This design comes from an exercise in tuning for small area on the open sky130 flow, not from production work. Where RTL was checked, it was by simulation tests only, not by an equivalence proof against the original. Only the layout flow was run in run 2; the RTL was not checked for function there. Power figures rest on the tool's default switching activity, not on a simulated workload.

File: flow/design.v
module wb_regfile #(
    parameter int DATA_W = 32,
    parameter int ADDR_W = 5,
    parameter int CNT_W  = 32
) (
    input  logic              clk,
    input  logic              rst,
    input  logic              RegWriteW,
    input  logic              MemtoRegW,
    input  logic [DATA_W-1:0] ReadDataW,
    input  logic [DATA_W-1:0] ALUOutW,
    input  logic [ADDR_W-1:0] WriteRegW,
    input  logic [ADDR_W-1:0] A1,
    input  logic [ADDR_W-1:0] A2,
    output logic [DATA_W-1:0] RD1,
    output logic [DATA_W-1:0] RD2,
    output logic [DATA_W-1:0] ResultW,
    input  logic [ADDR_W-1:0] DbgAddr,
    output logic [DATA_W-1:0] DbgData,
    output logic [CNT_W-1:0]  WbCount
);
    localparam int NREGS = 1 << ADDR_W;
    logic [DATA_W-1:0] regs [1:NREGS-1];
    logic              live;
    logic [NREGS-1:1]  wen;
    logic [NREGS-1:1]  hold;
    logic              commit;
    assign ResultW = MemtoRegW ? ReadDataW : ALUOutW;
    assign commit  = rst & RegWriteW & (WriteRegW != '0);
    always_comb begin
        for (int i = 1; i < NREGS; i++) begin
            wen[i]  = commit & (WriteRegW == ADDR_W'(i));
            hold[i] = live & ~wen[i];
        end
    end
    always_ff @(posedge clk or negedge rst) begin
        if (!rst) begin
            live    <= 1'b0;
            WbCount <= '0;
        end else begin
            live    <= 1'b1;
            WbCount <= WbCount + CNT_W'(commit);
        end
    end
    logic [DATA_W-1:0] nxt [1:NREGS-1];
    for (genvar r = 1; r < NREGS; r++) begin : g_reg
        for (genvar b = 0; b < DATA_W; b++) begin : g_bit
            rf_ao22 u_nxt (.a1(wen[r]), .a2(ResultW[b]), .b1(hold[r]), .b2(regs[r][b]),
                           .y(nxt[r][b]));
        end
        always_ff @(posedge clk) regs[r] <= nxt[r];
    end
    logic [NREGS-1:0] sel [3];
    always_comb begin
        sel[0][0] = commit & (WriteRegW == A1);
        sel[1][0] = commit & (WriteRegW == A2);
        sel[2][0] = 1'b0;
        for (int i = 1; i < NREGS; i++) begin
            sel[0][i] = (A1 == ADDR_W'(i)) & hold[i];
            sel[1][i] = (A2 == ADDR_W'(i)) & hold[i];
            sel[2][i] = (DbgAddr == ADDR_W'(i)) & live;
        end
    end
    logic [DATA_W-1:0] rout [3];
    for (genvar p = 0; p < 3; p++) begin : g_port
        for (genvar b = 0; b < DATA_W; b++) begin : g_bit
            logic [NREGS-1:0] d;
            logic [10:0]      t;
            logic [2:0]       u;
            assign d[0] = (p == 2) ? 1'b0 : ResultW[b];
            for (genvar r = 1; r < NREGS; r++) begin : g_d
                assign d[r] = regs[r][b];
            end
            if (p == 2) begin : g_dbg
                for (genvar g = 0; g < 10; g++) begin : g_grp
                    rf_aoi222 u_aoi (.a1(sel[p][3*g+1]), .a2(d[3*g+1]),
                                     .b1(sel[p][3*g+2]), .b2(d[3*g+2]),
                                     .c1(sel[p][3*g+3]), .c2(d[3*g+3]), .y(t[g]));
                end
                rf_nand2 u_n1 (.a(sel[p][31]), .b(d[31]), .y(t[10]));
            end else begin : g_rd
                for (genvar g = 0; g < 10; g++) begin : g_grp
                    rf_aoi222 u_aoi (.a1(sel[p][3*g]),   .a2(d[3*g]),
                                     .b1(sel[p][3*g+1]), .b2(d[3*g+1]),
                                     .c1(sel[p][3*g+2]), .c2(d[3*g+2]), .y(t[g]));
                end
                rf_aoi22 u_aoi2 (.a1(sel[p][30]), .a2(d[30]),
                                 .b1(sel[p][31]), .b2(d[31]), .y(t[10]));
            end
            rf_nand4 u_r0 (.a(t[0]), .b(t[1]), .c(t[2]),  .d(t[3]), .y(u[0]));
            rf_nand4 u_r1 (.a(t[4]), .b(t[5]), .c(t[6]),  .d(t[7]), .y(u[1]));
            rf_nand3 u_r2 (.a(t[8]), .b(t[9]), .c(t[10]),           .y(u[2]));
            rf_or3   u_o  (.a(u[0]), .b(u[1]), .c(u[2]),            .y(rout[p][b]));
        end
    end
    assign RD1     = rout[0];
    assign RD2     = rout[1];
    assign DbgData = rout[2];
endmodule
module rf_aoi222 (input logic a1, a2, b1, b2, c1, c2, output logic y);
    assign y = ~((a1 & a2) | (b1 & b2) | (c1 & c2));
endmodule
module rf_ao22 (input logic a1, a2, b1, b2, output logic y);
    assign y = (a1 & a2) | (b1 & b2);
endmodule
module rf_aoi22 (input logic a1, a2, b1, b2, output logic y);
    assign y = ~((a1 & a2) | (b1 & b2));
endmodule
module rf_nand2 (input logic a, b, output logic y);
    assign y = ~(a & b);
endmodule
module rf_nand3 (input logic a, b, c, output logic y);
    assign y = ~(a & b & c);
endmodule
module rf_nand4 (input logic a, b, c, d, output logic y);
    assign y = ~(a & b & c & d);
endmodule
module rf_or3 (input logic a, b, c, output logic y);
    assign y = a | b | c;
endmodule
File: flow/flow/run.sh
#!/bin/bash
# Own layout flow: the read-multiplexer gate modules (rf_*) of the RTL, the read multiplexers and next-state gates, are
# bound to the sky130 cells they describe (flow/cells.v) before the standard
# synthesis; everything else is the standard ORFS flow, with smaller port
# buffers and a clock tree without dummy loads.
set -euo pipefail
python3 flow/prep.py design.v flow/cells.v mapped.v > prep.log 2>&1
export BUFFER_PORTS_ARGS="-buffer_cell sky130_fd_sc_hd__buf_1"
export CTS_ARGS="-sink_clustering_enable -repair_clock_nets -dont_use_dummy_load -buf_list {sky130_fd_sc_hd__clkbuf_4 sky130_fd_sc_hd__clkbuf_8} -sink_clustering_size 12 -sink_clustering_max_diameter 60"
bash standard.sh VERILOG_FILES=$PWD/mapped.v > standard.log 2>&1
File: flow/flow/cells.v
module rf_aoi222 (input a1, a2, b1, b2, c1, c2, output y);
    sky130_fd_sc_hd__a222oi_1 u_cell (.A1(a1), .A2(a2), .B1(b1), .B2(b2), .C1(c1), .C2(c2), .Y(y));
endmodule
module rf_aoi22 (input a1, a2, b1, b2, output y);
    sky130_fd_sc_hd__a22oi_1 u_cell (.A1(a1), .A2(a2), .B1(b1), .B2(b2), .Y(y));
endmodule
module rf_nand2 (input a, b, output y);
    sky130_fd_sc_hd__nand2_1 u_cell (.A(a), .B(b), .Y(y));
endmodule
module rf_nand3 (input a, b, c, output y);
    sky130_fd_sc_hd__nand3_1 u_cell (.A(a), .B(b), .C(c), .Y(y));
endmodule
module rf_nand4 (input a, b, c, d, output y);
    sky130_fd_sc_hd__nand4_1 u_cell (.A(a), .B(b), .C(c), .D(d), .Y(y));
endmodule
module rf_or3 (input a, b, c, output y);
    sky130_fd_sc_hd__or3_1 u_cell (.A(a), .B(b), .C(c), .X(y));
endmodule
module rf_ao22 (input a1, a2, b1, b2, output y);
    sky130_fd_sc_hd__a22o_1 u_cell (.A1(a1), .A2(a2), .B1(b1), .B2(b2), .X(y));
endmodule
File: flow/flow/prep.py
# strip rf_* module definitions from design.v and append cell wrappers
import re,sys
src,cells,out=sys.argv[1:4]
s=open(src).read()
s=re.sub(r'\nmodule\s+rf_\w+.*?endmodule[^\n]*', '\n', s, flags=re.S)
open(out,'w').write(s+'\n'+open(cells).read())
File: flow/standard.sh
#!/bin/bash
# synth_recipe.tcl (not shown) runs the flow's synth.tcl, then flattens the netlist and writes it again
# the make line also repeats each setting of config.mk as NAME=value (left out here)
make -C /OpenROAD-flow-scripts/flow DESIGN_CONFIG=/design/flow/config.mk WORK_HOME=/design/flow/orfs CLKGATE_MAP_FILE= SYNTH_SCRIPT=/design/flow/synth_recipe.tcl "${@:-finish}"
File: flow/config.mk
export PLATFORM = sky130hd
export DESIGN_NAME = wb_regfile
export DESIGN_NICKNAME = wb_regfile
export VERILOG_FILES = /design/flow/design.v
export SDC_FILE = /design/flow/constraint.sdc
export NUM_CORES = 8
export LEC_CHECK = 0
export CAP_MARGIN = 20
export CORE_MARGIN = 2
export CORE_UTILIZATION = 40
export SLEW_MARGIN = 20
File: flow/constraint.sdc
create_clock -name core_clock -period 10.0 [get_ports {clk}]
set_input_delay 2.0000 -clock core_clock [delete_from_list [all_inputs] [get_ports {clk}]]
set_output_delay 2.0000 -clock core_clock [all_outputs]
set_load 0.01 [all_outputs]
==> summary.txt, run 1 <==
status: timing/DRC/antenna clean
slew margin rel.: 0.139
Post-Place Cells: 5749
grt ovf: 0
antenna viol nets, final: 0
mean post-synth cell area: 11.3 µm²
Clock power frac: 0.333
DRT Pass-1 Iters: 33
Comb power frac: 0.080
Final setup viols: 0
Final Max Slew Viols: 0
postcts setup bufs: 0
adder-cell share of the synthesized area: 0.000553
clock-pin slew on the worst setup and hold paths: 80 ps
CTS sink cnt: 1025
Cell Rows: 123
Synth Instances: 3993
synthesized flop and latch total: 1025
Crit path arrival time: 6250 ps
Sw Share: 0.280
RSZ-0062 raised after global routing: false
Core Util, Final: 0.451
GPL Wtd Cong: 1.00
wire length per cell: 42.9 µm
switching power total: 0.00199 W
final worst path period need: 8250 ps
complex-gate fraction of the synthesized area: 0.419
Via Count: 50576
Starting Density: 0.403
DRC viols: 0
Max Root-Sink Buffers: 3
worst-skew pair later-pin latency: 830 ps
slowest stage delay, CP: 650 ps
Synth async-reset ratio: 0.0322
Die Ht: 340 µm
Num CTS Buffers: 101
XOR/XNOR share of the synthesized area: 0.00775
# Max-Cap Violations: 0
core footprint: 112000 µm²
Unique masters post-synth: 35
fin crit share: 0.825
CTS Hold Bufs: 0
Die W: 340 µm
post_cts resized: 0
DRT iter0 DRCs: 15370
hold crit path type: reg2reg
EDFF count, synth: 0
initial antenna violation count: 27
CP max FO: 36
# IOs: 248
Seq/Total Area, Yosys: 0.457
dominant cell type by area after synthesis: dfxtp_1
CP Class: in2out
post-route insts no fill: 5876
crit start category: input port
share of post-route cells with drive strength above 1: 0.102
Cell Area, Synth: 45200 µm²
Synth area leaders: dfxtp_1 (44%), a222oi_1 (21%), a22o_1 (19%), nand4_1 (2.9%), buf_4 (2.1%)
All-Layer GR Usage: 0.411
Synth Warn #: 7
leakage power: 17.4 nW
critical path data required time: 8000 ps
slowest CP cell: clkbuf_2
Mapped Nets: 4083
HPWL Detailed: 143000 µm
largest family of logic cells by synthesized area: compound AO/OA/AOI/OAI gates
worst slew pin tran: 1290 ps
reg2reg setup slack: 7400 ps
critical path cell sequence: clkbuf_2 -> and3b_1 -> nand3b_1 -> o21ai_0 -> nor3_2 -> buf_4 -> a222oi_1 -> nand4_1 -> or3_1 -> buf_1
clk_skew: 73.2 ps
detailed-route wire length: 252000 µm
setup TNS: 0 ps
first-pass GRT wire length: 350000 µm
Area Growth Syn to Fin: 12.1%
Hold Fails Final Rpt: 0
cell area power density: 140 nW/µm²
vias in the first global route: 46196
CTS Root Cell: clkbuf_8
die area: 116000 µm²
Fmax: 0.121 GHz
post-synth top area share: 0.439
Internal Dissipation: 0.00512 W
Simple-Gate Fraction of Synth Area: 0.0814
vias per std cell: 8.61
TritonCTS clock tree: yes
Setup crit end kind: output pin
Port Buffers: 247
top post-synthesis cells by count: a22o_1 (992), dfxtp_1 (992), a222oi_1 (960)
H-tree levels: 3
mux share of post-synthesis cell area: 0.00797
Synth Flop Type: dfxtp_1
final net count: 4445
largest net degree at the start of global routing: 37
sequential share of power: 0.587
VDD IR-drop max: 0.0966 mV
## worst max-delay path: cells and delay by family
family / cells / cell delay (ps)
buffers and inverters: 3 / 1160
AOI/OAI and AO/OA: 2 / 940
and+or+nand+nor: 5 / 2080
## flip-flops by register name, summed over array words and instances (netlist names)
register and flops:
regs 992, WbCount 32, live 1
## final timing paths
path,depth (start not counted),start,end
max,10,rst,RD1[26]
min,1,WbCount[31],WbCount[31]
max reg2reg,5,live,regs[31][23]
min reg2reg,1,WbCount[31],WbCount[31]
max in group asynchronous,1,rst,WbCount[30]
min in group asynchronous,1,rst,WbCount[10]
## power by group through the flow
| stage | Clock (W) | Combinational, W | Sequential, W |
|---|---|---|---|
| 6_report | 0.00237 | 0.000567 | 0.00418 |
| 5_1_grt | 0.00250 | 0.000563 | 0.00418 |
| 4_1_cts | 0.00235 | 0.000527 | 0.00417 |
| 3_5_place_dp | 0 | 0.000526 | 0.00427 |
| 3_3_place_gp | 0 | 0.000522 | 0.00427 |
| 2_1_floorplan | 0 | 0.000256 | 0.00426 |
## layer usage
metal,vias to the layer above,track usage,routed length [µm]
li1,19404,-,-
met1,23974,0.506,87500
met2,5653,0.552,96700
met3,1521,0.210,45900
met4,24,0.274,21100
met5,-,0.0290,623
## cell usage in the layout, fill, tap and decap left out, types with 52 or more instances in the layout
master,Yosys,layout
nand2_1,52,52
nor3_2,0,55
a222oi_1,960,960
clkbuf_8,0,101
a22oi_1,64,64
nor2_4,0,61
a22o_1,992,992
buf_1,6,245
or3_1,98,98
dfxtp_1,992,992
nand4_1,207,207
buf_4,128,154
nand3_1,115,115
## per-stage QoR
step                cell area, µm²  hold slack, ps  setup WS [ps]  power [W]
floorplan                    45200             486           2170    0.00452
global placement             48900             481           2000    0.00479
detailed placement           49200             474           2020    0.00479
CTS                          50600             497           2000    0.00705
global route                 50700             521           1410    0.00724
finish                       50700             499           1750    0.00711
## layout make-up
cell class / instances / area, µm²
inverter: 32 / 120
timing repair buffer: 414 / 2410
sequential: 1025 / 20700
clock buffer: 101 / 1390
antenna: 23 / 57.6
tap: 1500 / 1880
multi-input combinational: 2781 / 24100
fill: 10620 / 61700
## cell families after synthesis
logic type,Yosys count
buffers and inverters,187
adder cells (fa/ha/maj),2
flip-flops,1025
AO/OA/AOI/OAI,2047
XOR/XNOR,40
AND/OR/NAND/NOR,659
multiplexers,32
other,1
==> inputs of run 2 (changes only) <==
--- a/flow/design.v
+++ b/flow/design.v
@@ -23,5 +23,4 @@
     logic [DATA_W-1:0] regs [1:NREGS-1];
-    logic              live;
+    logic [NREGS-1:1]  valid;
     logic [NREGS-1:1]  wen;
-    logic [NREGS-1:1]  hold;
     logic              commit;
@@ -30,6 +29,4 @@
     always_comb begin
-        for (int i = 1; i < NREGS; i++) begin
-            wen[i]  = commit & (WriteRegW == ADDR_W'(i));
-            hold[i] = live & ~wen[i];
-        end
+        for (int i = 1; i < NREGS; i++)
+            wen[i] = commit & (WriteRegW == ADDR_W'(i));
     end
@@ -37,6 +34,6 @@
         if (!rst) begin
-            live    <= 1'b0;
+            valid   <= '0;
             WbCount <= '0;
         end else begin
-            live    <= 1'b1;
+            valid   <= valid | wen;
             WbCount <= WbCount + CNT_W'(commit);
@@ -44,11 +41,9 @@
     end
-    logic [DATA_W-1:0] nxt [1:NREGS-1];
-    for (genvar r = 1; r < NREGS; r++) begin : g_reg
-        for (genvar b = 0; b < DATA_W; b++) begin : g_bit
-            rf_ao22 u_nxt (.a1(wen[r]), .a2(ResultW[b]), .b1(hold[r]), .b2(regs[r][b]),
-                           .y(nxt[r][b]));
-        end
-        always_ff @(posedge clk) regs[r] <= nxt[r];
+    always_ff @(posedge clk) begin
+        for (int i = 1; i < NREGS; i++)
+            if (wen[i]) regs[i] <= ResultW;
     end
     logic [NREGS-1:0] sel [3];
+    logic [NREGS-1:1] vk;
+    assign vk = valid & ~wen;
     always_comb begin
@@ -58,5 +53,5 @@
         for (int i = 1; i < NREGS; i++) begin
-            sel[0][i] = (A1 == ADDR_W'(i)) & hold[i];
-            sel[1][i] = (A2 == ADDR_W'(i)) & hold[i];
-            sel[2][i] = (DbgAddr == ADDR_W'(i)) & live;
+            sel[0][i] = (A1 == ADDR_W'(i)) & vk[i];
+            sel[1][i] = (A2 == ADDR_W'(i)) & vk[i];
+            sel[2][i] = (DbgAddr == ADDR_W'(i)) & valid[i];
         end
@@ -102,5 +97,2 @@
 endmodule
-module rf_ao22 (input logic a1, a2, b1, b2, output logic y);
-    assign y = (a1 & a2) | (b1 & b2);
-endmodule
 module rf_aoi22 (input logic a1, a2, b1, b2, output logic y);
==> flow/flow/run.sh (replaced) <==
#!/bin/bash
# Own layout flow: the read-multiplexer gate modules (rf_*) of the RTL are
# bound to the sky130 cells they describe (flow/cells.v) before the standard
# synthesis; everything else is the standard ORFS flow, with smaller port
# buffers and a clock tree without dummy loads.
set -euo pipefail
python3 flow/prep.py design.v flow/cells.v mapped.v > prep.log 2>&1
export BUFFER_PORTS_ARGS="-buffer_cell sky130_fd_sc_hd__buf_1"
export CTS_ARGS="-sink_clustering_enable -repair_clock_nets -dont_use_dummy_load"
bash standard.sh VERILOG_FILES=$PWD/mapped.v > standard.log 2>&1
--- a/flow/flow/cells.v
+++ b/flow/flow/cells.v
@@ -18,4 +18 @@
 endmodule
-module rf_ao22 (input a1, a2, b1, b2, output y);
-    sky130_fd_sc_hd__a22o_1 u_cell (.A1(a1), .A2(a2), .B1(b1), .B2(b2), .X(y));
-endmodule
--- a/flow/config.mk
+++ b/flow/config.mk
@@ -9,3 +9,3 @@
 export CORE_MARGIN = 2
-export CORE_UTILIZATION = 40
+export CORE_UTILIZATION = 55
 export SLEW_MARGIN = 20
==> summary.txt, run 2 <==
pre-CTS worst setup slack: 2070 ps (+56.6 ps)
Synth area leaders: edfxtp_1 (63%), a222oi_1 (20%), dfrtp_1 (3.3%), nand4_1 (2.6%), buf_4 (2.0%)
Final Max Slew Viols: 0 (unchanged)
commonest non-fill, non-tap cell in the layout: edfxtp_1
fin area: 53300 µm² (+5.2%)
Cell Rows: 107 (-13%)
CTS Root Cell: clkbuf_16
hold crit path type: reg2reg
most frequent cells in the layout: edfxtp_1 (992), a222oi_1 (960), buf_1 (245)
Max Root-Sink Buffers: 3 (unchanged)
Setup crit end kind: output pin
Die W: 298 µm (-12%)
Fmax: 0.120 GHz (-1.3%)
setup TNS: 0 ps (unchanged)
CTS sink cnt: 1055 (+2.9%)
worst-skew pair later-pin latency: 690 ps (-140 ps)
first-pass GRT wire length: 329000 µm (-6.1%)
Synth async-reset ratio: 0.0597 (+0.0275)
# IOs: 248 (unchanged)
post-route insts no fill: 4553 (-23%)
Port Buffers: 247 (unchanged)
CP Class: in2out
mean post-synth cell area: 15.6 µm² (+38%)
Cell Area, Synth: 47500 µm² (+5.0%)
Post-Place Cells: 4438 (-23%)
DRC viols: 0 (unchanged)
initial antenna violation count: 15 (-44%)
post-route setup slack: 1640 ps (-109 ps)
share of post-route cells with drive strength above 1: 0.137 (+0.0357)
largest net degree at the start of global routing: 64 (+73%)
# Max-Cap Violations: 0 (unchanged)
vias per std cell: 9.79 (+14%)
r2r worst-path depth: 5 (unchanged)
Area Growth Syn to Fin: 12.3%
dominant cell type by area after synthesis: edfxtp_1
Final setup viols: 0 (unchanged)
TritonCTS clock tree: yes
Crit path arrival time: 6360 ps (+110 ps)
hold_sp: WbCount[31]
cell area power density: 173 nW/µm² (+23%)
final net count: 3495 (-21%)
HPWL Detailed: 133000 µm (-6.7%)
postcts setup bufs: 0 (unchanged)
Min-Delay Path Depth: 1 (unchanged)
final worst path period need: 8360 ps (+109 ps)
Seq/Total Area, Yosys: 0.660 (+0.203)
All-Layer GR Usage: 0.529 (+0.118)
GPL Wtd Cong: 1.07 (+7.1%)
DRT iter0 DRCs: 15643 (+1.8%)
fin crit share: 0.836 (+0.0109)
Via Count: 44556 (-12%)
Die Ht: 298 µm (-12%)
RSZ-0062 raised after global routing: false
reg2reg setup slack: 7750 ps (+350 ps)
VDD IR-drop max: 0.153 mV (+58%)
Num CTS Buffers: 108 (+6.9%)
EDFF count, synth: 992 (+992)
max reg flops: 992 (unchanged)
CTS Hold Bufs: 0 (unchanged)
Synth Instances: 3048 (-24%)
H-tree levels: 3 (unchanged)
status: timing/DRC/antenna clean
clock-pin slew on the worst setup and hold paths: 60 ps (-20 ps)
antenna viol nets, final: 0 (unchanged)
die area: 88800 µm² (-23%)
worst slew pin tran: 1390 ps (+98.7 ps)
RR Startpoint: WbCount[0]
Placed Area: 50600 µm² (+2.9%)
slew margin rel.: 0.0756 (-0.0637)
Reg-to-Reg End: WbCount[28]
Starting Density: 0.556 (+0.154)
biggest regs: regs: 992 flops, WbCount: 32 flops, valid: 31 flops
DRT Pass-1 Iters: 23 (-30%)
CP max FO: 19 (-47%)
grt ovf: 0 (unchanged)
crit start category: input port
Synth Flop Type: edfxtp_1
vias in the first global route: 42321 (-8.4%)
top-count cell post-synth: edfxtp_1
wire length per cell: 53.2 µm (+24%)
leakage power: 17.0 nW (-2.0%)
clk_skew: 26.5 ps (-46.7 ps)
Hold Path End: WbCount[31]
synthesized flop and latch total: 1055 (+2.9%)
Synth Warn #: 6 (-1)
Final Total Pwr: 0.00924 W (+30%)
Hold Fails Final Rpt: 0 (unchanged)
Unique masters post-synth: 41 (+17%)
largest register by flop count: regs
Filler cells: 6416 (-40%)
post_cts resized: 0 (unchanged)
post-synth top area share: 0.627 (+0.188)
core footprint: 85400 µm² (-24%)
critical path data required time: 8000 ps (about the same)
top post-synthesis cells by count: edfxtp_1 (992), a222oi_1 (960), nand4_1 (196)
detailed-route wire length: 242000 µm (-3.8%)
Mapped Nets: 3139 (-23%)
[run 2: changes by cell type in the layout (fill, tap and decap cells not counted), sizes merged, moves of 16 or more]
cell	change
a22o	-992
and3	+27
inv	-23
or2	+25
dfrtp	+30
diode	-16
nor2	-30
dfxtp	-992
nor4	+19
edfxtp	+992
[run 2: worst max-delay path by stage]
stage | start | endpoint | slack [ps] | cells after the start
finish | RegWriteW | RD2[25] | 1640 | 10
global placement | RegWriteW | RD2[26] | 2050 | 10
CTS | RegWriteW | RD1[25] | 2090 | 10
detailed placement | RegWriteW | RD1[25] | 2070 | 10
floorplan | WriteRegW[4] | RD1[0] | 2280 | 9
global route | RegWriteW | RD2[25] | 1830 | 10
[run 2: through the flow]
| step | hold WS [ps] | util |
|---|---|---|
| 2_1_floorplan | 447 | - |
| 3_3_place_gp | 458 | 0.592 |
| 3_5_place_dp | 477 | 0.592 |
| 4_1_cts | 496 | 0.624 |
| 5_1_grt | 501 | 0.624 |
| 6_report | 493 | 0.625 |
[run 2: logic make-up (layout without fill, tap and decap cells)]
kind of cell               Yosys count  after routing  share of synthesized area
DFF                               1055           1055                      0.660
and+or+nand+nor                    701            701                     0.0854
muxes                               32             32                    0.00758
xor gates and xnor gates            40             40                    0.00737
adders and majority gates            3              3                   0.000790
other                                0              7                          0
buffers and inverters              165            519                     0.0235
AOI/OAI and AO/OA                 1052           1052                      0.215
[run 2: worst max-delay path: stages]
cell and delay, ps:
buf_1 370, nor2b_1 580, nand2_1 450, o21ai_0 820
nor2_4 340, buf_4 360, a222oi_1 260, nand4_1 380
or3_1 570, buf_1 170
[run 2: final cells by class]
type / count / area (µm²) / area share
sequential: 1055 / 31400 / 0.588
multi-input combinational: 1828 / 15700 / 0.294
inverter: 9 / 33.8 / 0.000633
antenna: 7 / 17.5 / 0.000328
tap: 1144 / 1430 / 0.0268
timing repair buffer: 402 / 2110 / 0.0395
clock buffer: 108 / 2700 / 0.0507
[run 2: per-layer routing]
layer  vias to the layer above  GRT usage  wire (µm)
li1                      15583          -          -
met1                     20947      0.646      74100
met2                      6261      0.703      93300
met3                      1743      0.290      50800
met4                        22      0.373      23500
met5                         -     0.0503        556
[run 2: power by group]
part / switching, W / total [W] / internal, W
logic: 0.000551 / 0.000741 / 0.000190
clock network: 0.00161 / 0.00349 / 0.00188
registers: 0.0000734 / 0.00501 / 0.00493

## port drivers added, routing unchanged
Ports are ideal in the flow. The routed layouts listed here were re-timed in OpenROAD.
Step 1 (the two cells are an assumption about what drives the block):
set clk [get_ports {clk}]
set_driving_cell -lib_cell sky130_fd_sc_hd__clkbuf_16 $clk
set_driving_cell -lib_cell sky130_fd_sc_hd__buf_2 [delete_from_list [all_inputs] $clk]
Step 2 also shifts input and output timing later by t, the mid clock arrival at the registers, as if the neighbouring blocks saw the same clock.
a / b / c = ideal ports / drivers / drivers and shift; a / b = the first two.
run	shift t [ns]	slack for setup (ns)	worst setup path after step 2	latest minus earliest clock arrival (ns)	pins driven straight from the clock port
run 1	0.851	1.750 / 1.725 / 1.725	input to output	0.120 / 0.120	1
run 2	0.760	1.640 / 1.618 / 1.618	input to output	0.059 / 0.059	1
After both steps every run listed still meets setup and hold. The setup slack of run 1, which loses most, moves by -0.025 ns with the drivers and by -0.025 ns with both steps.
